Source: an optimization exercise on an open RTL-to-GDS flow (aim: small area). Production flows keep margins and buffers that such runs may drop. Function was checked by simulation only, so behaviour that the tests miss may differ from the original. Power is estimated from default activity; no workload was simulated.

## build 14
## yWriteBack
module yWriteBack
(
   input logic clock,
   input logic reset,
   input logic dpDone,
   input logic cpDone,
   input yRowPkg::rowAddr diagAddr,
   input yRowPkg::rowAddr nonDiagAddr,
   input yRowPkg::slotOneHot diagSlot,
   input yRowPkg::slotOneHot nonDiagSlot,
   input yRowPkg::yEntry computedDiag,
   input yRowPkg::yEntry changeData,
   input yRowPkg::rowData readData1,
   input yRowPkg::rowData readData2,
   output yRowPkg::rowAddr readAddr1,
   output yRowPkg::rowAddr readAddr2,
   output yRowPkg::rowAddr writeAddr,
   output yRowPkg::rowData writeData,
   output logic writeEnable,
   output logic writeDone
);
For scale: about 250 flip-flops, about 0.012 sq mm of cells after synthesis.
==> flow/config.mk <==
export PLATFORM = sky130hd
export DESIGN_NAME = yWriteBack
export DESIGN_NICKNAME = yWriteBack
export VERILOG_FILES = /design/flow/design.v
export SDC_FILE = /design/flow/constraint.sdc
export NUM_CORES = 4
export LEC_CHECK = 0
export CAP_MARGIN = 0
export CELL_PAD_IN_SITES_DETAIL_PLACEMENT = 1
export CELL_PAD_IN_SITES_GLOBAL_PLACEMENT = 1
export CORE_AREA = 12 12 228 228
export DIE_AREA = 0 0 240 240
export SLEW_MARGIN = 0
export SYNTH_HIERARCHICAL = 1
export SYNTH_MINIMUM_KEEP_SIZE = 0
==> flow/constraint.sdc <==
create_clock -name core_clock -period 5.0 [get_ports {clock}]
set_input_delay 1.0000 -clock core_clock [delete_from_list [all_inputs] [get_ports {clock}]]
set_output_delay 1.0000 -clock core_clock [all_outputs]
set_load 0.01 [all_outputs]
standard.sh (not shown) runs the stock make flow with config.mk's settings and CLKGATE_MAP_FILE= SYNTH_SCRIPT=/design/flow/synth_recipe.tcl, a recipe that flattens the netlist after the stock synthesis.
==> flow/flow/run.sh <==
#!/bin/bash
# Standard ORFS layout, with the port buffers made of the smallest buffer cell
# and a clock tree of small buffers without dummy loads.
set -euo pipefail
export BUFFER_PORTS_ARGS="-buffer_cell sky130_fd_sc_hd__buf_1"
export CTS_ARGS="-sink_clustering_enable -repair_clock_nets -buf_list sky130_fd_sc_hd__clkbuf_8 -sink_clustering_size 20 -sink_clustering_max_diameter 60 -dont_use_dummy_load"
export PLACE_PINS_ARGS="-min_distance 1 -min_distance_in_tracks"
bash standard.sh "PLACE_PINS_ARGS=$PLACE_PINS_ARGS" "BUFFER_PORTS_ARGS=$BUFFER_PORTS_ARGS" "CTS_ARGS=$CTS_ARGS" finish > flow_make.log 2>&1
Build 14 completed; timing, DRC and antenna clean
## Diff of input files: build 32 against build 14
- CAP_MARGIN: 0 -> 10
- SLEW_MARGIN: 0 -> 10
--- a/flow/flow/run.sh
+++ b/flow/flow/run.sh
@@ -6 +6 @@
-export CTS_ARGS="-sink_clustering_enable -repair_clock_nets -buf_list sky130_fd_sc_hd__clkbuf_8 -sink_clustering_size 20 -sink_clustering_max_diameter 60 -dont_use_dummy_load"
+export CTS_ARGS="-sink_clustering_enable -repair_clock_nets -buf_list sky130_fd_sc_hd__clkbuf_8 -sink_clustering_size 22 -sink_clustering_max_diameter 65 -dont_use_dummy_load"
### Flow results
Build 32 vs. build 14: clock skew now larger, via-per-instance ratio neither gained nor lost much, relative contribution of combinational cells to total power went up 0.2 points.
Die height came out exactly the same in build 14 and build 32.
Total wire length after detailed routing (higher): build 14
Delta (build 32 minus build 14): worst supply voltage drop on vdd decreased by about 0.7% relative to the old numbers; shortest clock period the worst path allows after layout increased by 21 ps relative to the old numbers.
Here is what was changed in the inputs of build 42 compared with build 32.
- PLACE_DENSITY: unset -> 0.4
- SLEW_MARGIN: 10 -> 20
- CORE_AREA: 12 12 228 228 -> 10 10 340 340
- CAP_MARGIN: 10 -> 20
- CELL_PAD_IN_SITES_GLOBAL_PLACEMENT: 1 -> 2
- DIE_AREA: 0 0 240 240 -> 0 0 350 350
==> flow/flow/run.sh <==
#!/bin/bash
# Standard ORFS layout, with the port buffers made of the smallest buffer cell
# and a clock tree of small buffers without dummy loads.
set -euo pipefail
export BUFFER_PORTS_ARGS="-buffer_cell sky130_fd_sc_hd__buf_1"
export CTS_ARGS="-sink_clustering_enable -repair_clock_nets -buf_list sky130_fd_sc_hd__clkbuf_8 -sink_clustering_size 20 -sink_clustering_max_diameter 60 -dont_use_dummy_load"
bash standard.sh "BUFFER_PORTS_ARGS=$BUFFER_PORTS_ARGS" "CTS_ARGS=$CTS_ARGS" finish > flow_make.log 2>&1
Results
Build 42 | stages: all done | timing, DRC, antenna: all pass. Build 42 reports a higher via count of the first global-routing pass than build 32 does. Build 42 has transition time at the pin with the least slew margin below what build 32 had. Worst-case vdd ir drop (build 42 / build 32): 0.71. As of build 42, total design power had risen by more than 10% compared to build 32.
--- input diff build 42..build 91 ---
- swapping 2 for 1 in CELL_PAD_IN_SITES_GLOBAL_PLACEMENT
- clearing PLACE_DENSITY, which used to be 0.4
- swapping 20 for 10 in CAP_MARGIN
- swapping 20 for 10 in SLEW_MARGIN
- swapping 10 10 340 340 for 5 5 225 225 in CORE_AREA
- swapping 0 0 350 350 for 0 0 230 230 in DIE_AREA
--- a/flow/flow/run.sh
+++ b/flow/flow/run.sh
@@ -7 +7,2 @@
-bash standard.sh "BUFFER_PORTS_ARGS=$BUFFER_PORTS_ARGS" "CTS_ARGS=$CTS_ARGS" finish > flow_make.log 2>&1
+export PLACE_PINS_ARGS="-min_distance 1 -min_distance_in_tracks"
+bash standard.sh "PLACE_PINS_ARGS=$PLACE_PINS_ARGS" "BUFFER_PORTS_ARGS=$BUFFER_PORTS_ARGS" "CTS_ARGS=$CTS_ARGS" finish > flow_make.log 2>&1
Notes after the runs:
- For total number of vias, build 91 and build 42 come out practically identical.
- Compared with build 42, build 91 shows a combinational share of power that is 0.6 points lower.
- Between build 91 and build 42, final worst-path cycle share is lower for build 91, build 42 comes in above that.

yWriteBack again, from the RTL that the note above started with.
export LEC_CHECK = 0
export CAP_MARGIN = 10
export CELL_PAD_IN_SITES_DETAIL_PLACEMENT = 1
export CELL_PAD_IN_SITES_GLOBAL_PLACEMENT = 1
export CORE_AREA = 12 12 228 228
export DIE_AREA = 0 0 240 240
export PLACE_DENSITY = 0.75
export SLEW_MARGIN = 10
export SYNTH_HIERARCHICAL = 1
export SYNTH_MINIMUM_KEEP_SIZE = 0
create_clock -name core_clock -period 5.0 [get_ports {clock}]
==> flow/flow/run.sh <==
#!/bin/bash
# Standard ORFS layout, with the port buffers made of the smallest buffer cell
# and a clock tree of small buffers without dummy loads.
set -euo pipefail
export BUFFER_PORTS_ARGS="-buffer_cell sky130_fd_sc_hd__buf_1"
export CTS_ARGS="-sink_clustering_enable -repair_clock_nets -buf_list sky130_fd_sc_hd__clkbuf_8 -sink_clustering_size 20 -sink_clustering_max_diameter 60 -dont_use_dummy_load"
export PLACE_PINS_ARGS="-min_distance 1 -min_distance_in_tracks"
bash standard.sh "PLACE_PINS_ARGS=$PLACE_PINS_ARGS" "BUFFER_PORTS_ARGS=$BUFFER_PORTS_ARGS" "CTS_ARGS=$CTS_ARGS" finish > flow_make.log 2>&1
Change:
PLACE_DENSITY = unset   (was 0.75)
After rerunning:
- final cell count is about the same
- wire length climbs by about 0.8%
- combinational power is about the same
- fmax drops by about 2%
- setup slack gets worse by 0.091 ns
- register-to-register slack hardly moves
- sequential power is about the same
- final area hardly moves
Change:
--- a/flow/flow/run.sh
+++ b/flow/flow/run.sh
@@ -6 +6 @@
-export CTS_ARGS="-sink_clustering_enable -repair_clock_nets -buf_list sky130_fd_sc_hd__clkbuf_8 -sink_clustering_size 20 -sink_clustering_max_diameter 60 -dont_use_dummy_load"
+export CTS_ARGS="-sink_clustering_enable -repair_clock_nets -buf_list sky130_fd_sc_hd__clkbuf_8 -sink_clustering_size 24 -sink_clustering_max_diameter 70 -dont_use_dummy_load"
Outcome:
- final area stays flat
- non-clock buffer count is unchanged
- utilization barely changes
- worst setup slack got worse by 0.0039 ns
- synthesized cell count stays the same

[separate check: timing with driven ports]
In the flow no input, the clock included, has a driving cell. The finished layouts below were timed again as built, in two steps.
Step 1, drivers: a clkbuf_16 drives clock and a buf_2 each remaining input, both assumed.
Step 2 moves the port delays by t, midway between the first and last clock arrival at a register: inputs arrive t later, outputs are due t later. That takes back most of the time a late clock gives input paths.
Slacks: ideal ports / drivers / drivers and shift; pairs: ideal ports / drivers.
run	t, ns	slack for setup (ns)	hold slack, ns	latest minus earliest clock arrival (ns)
build 14	0.589	0.244 / 0.199 / 0.788	0.400 / 0.400 / 0.400	0.055 / 0.055
build 32	0.584	0.223 / 0.176 / 0.760	0.398 / 0.398 / 0.398	0.080 / 0.079
build 42	0.673	0.231 / 0.175 / 0.849	0.366 / 0.366 / 0.366	0.101 / 0.101
build 91	0.618	0.348 / 0.302 / 0.920	0.371 / 0.371 / 0.371	0.076 / 0.076
the first run of note 2	0.611	0.335 / 0.285 / 0.895	0.368 / 0.368 / 0.368	0.061 / 0.061
the second run of note 2	0.589	0.244 / 0.199 / 0.788	0.400 / 0.400 / 0.400	0.055 / 0.055
the third run of note 2	0.595	0.240 / 0.196 / 0.791	0.370 / 0.370 / 0.370	0.065 / 0.065
After both steps setup and hold are still met in every run listed.
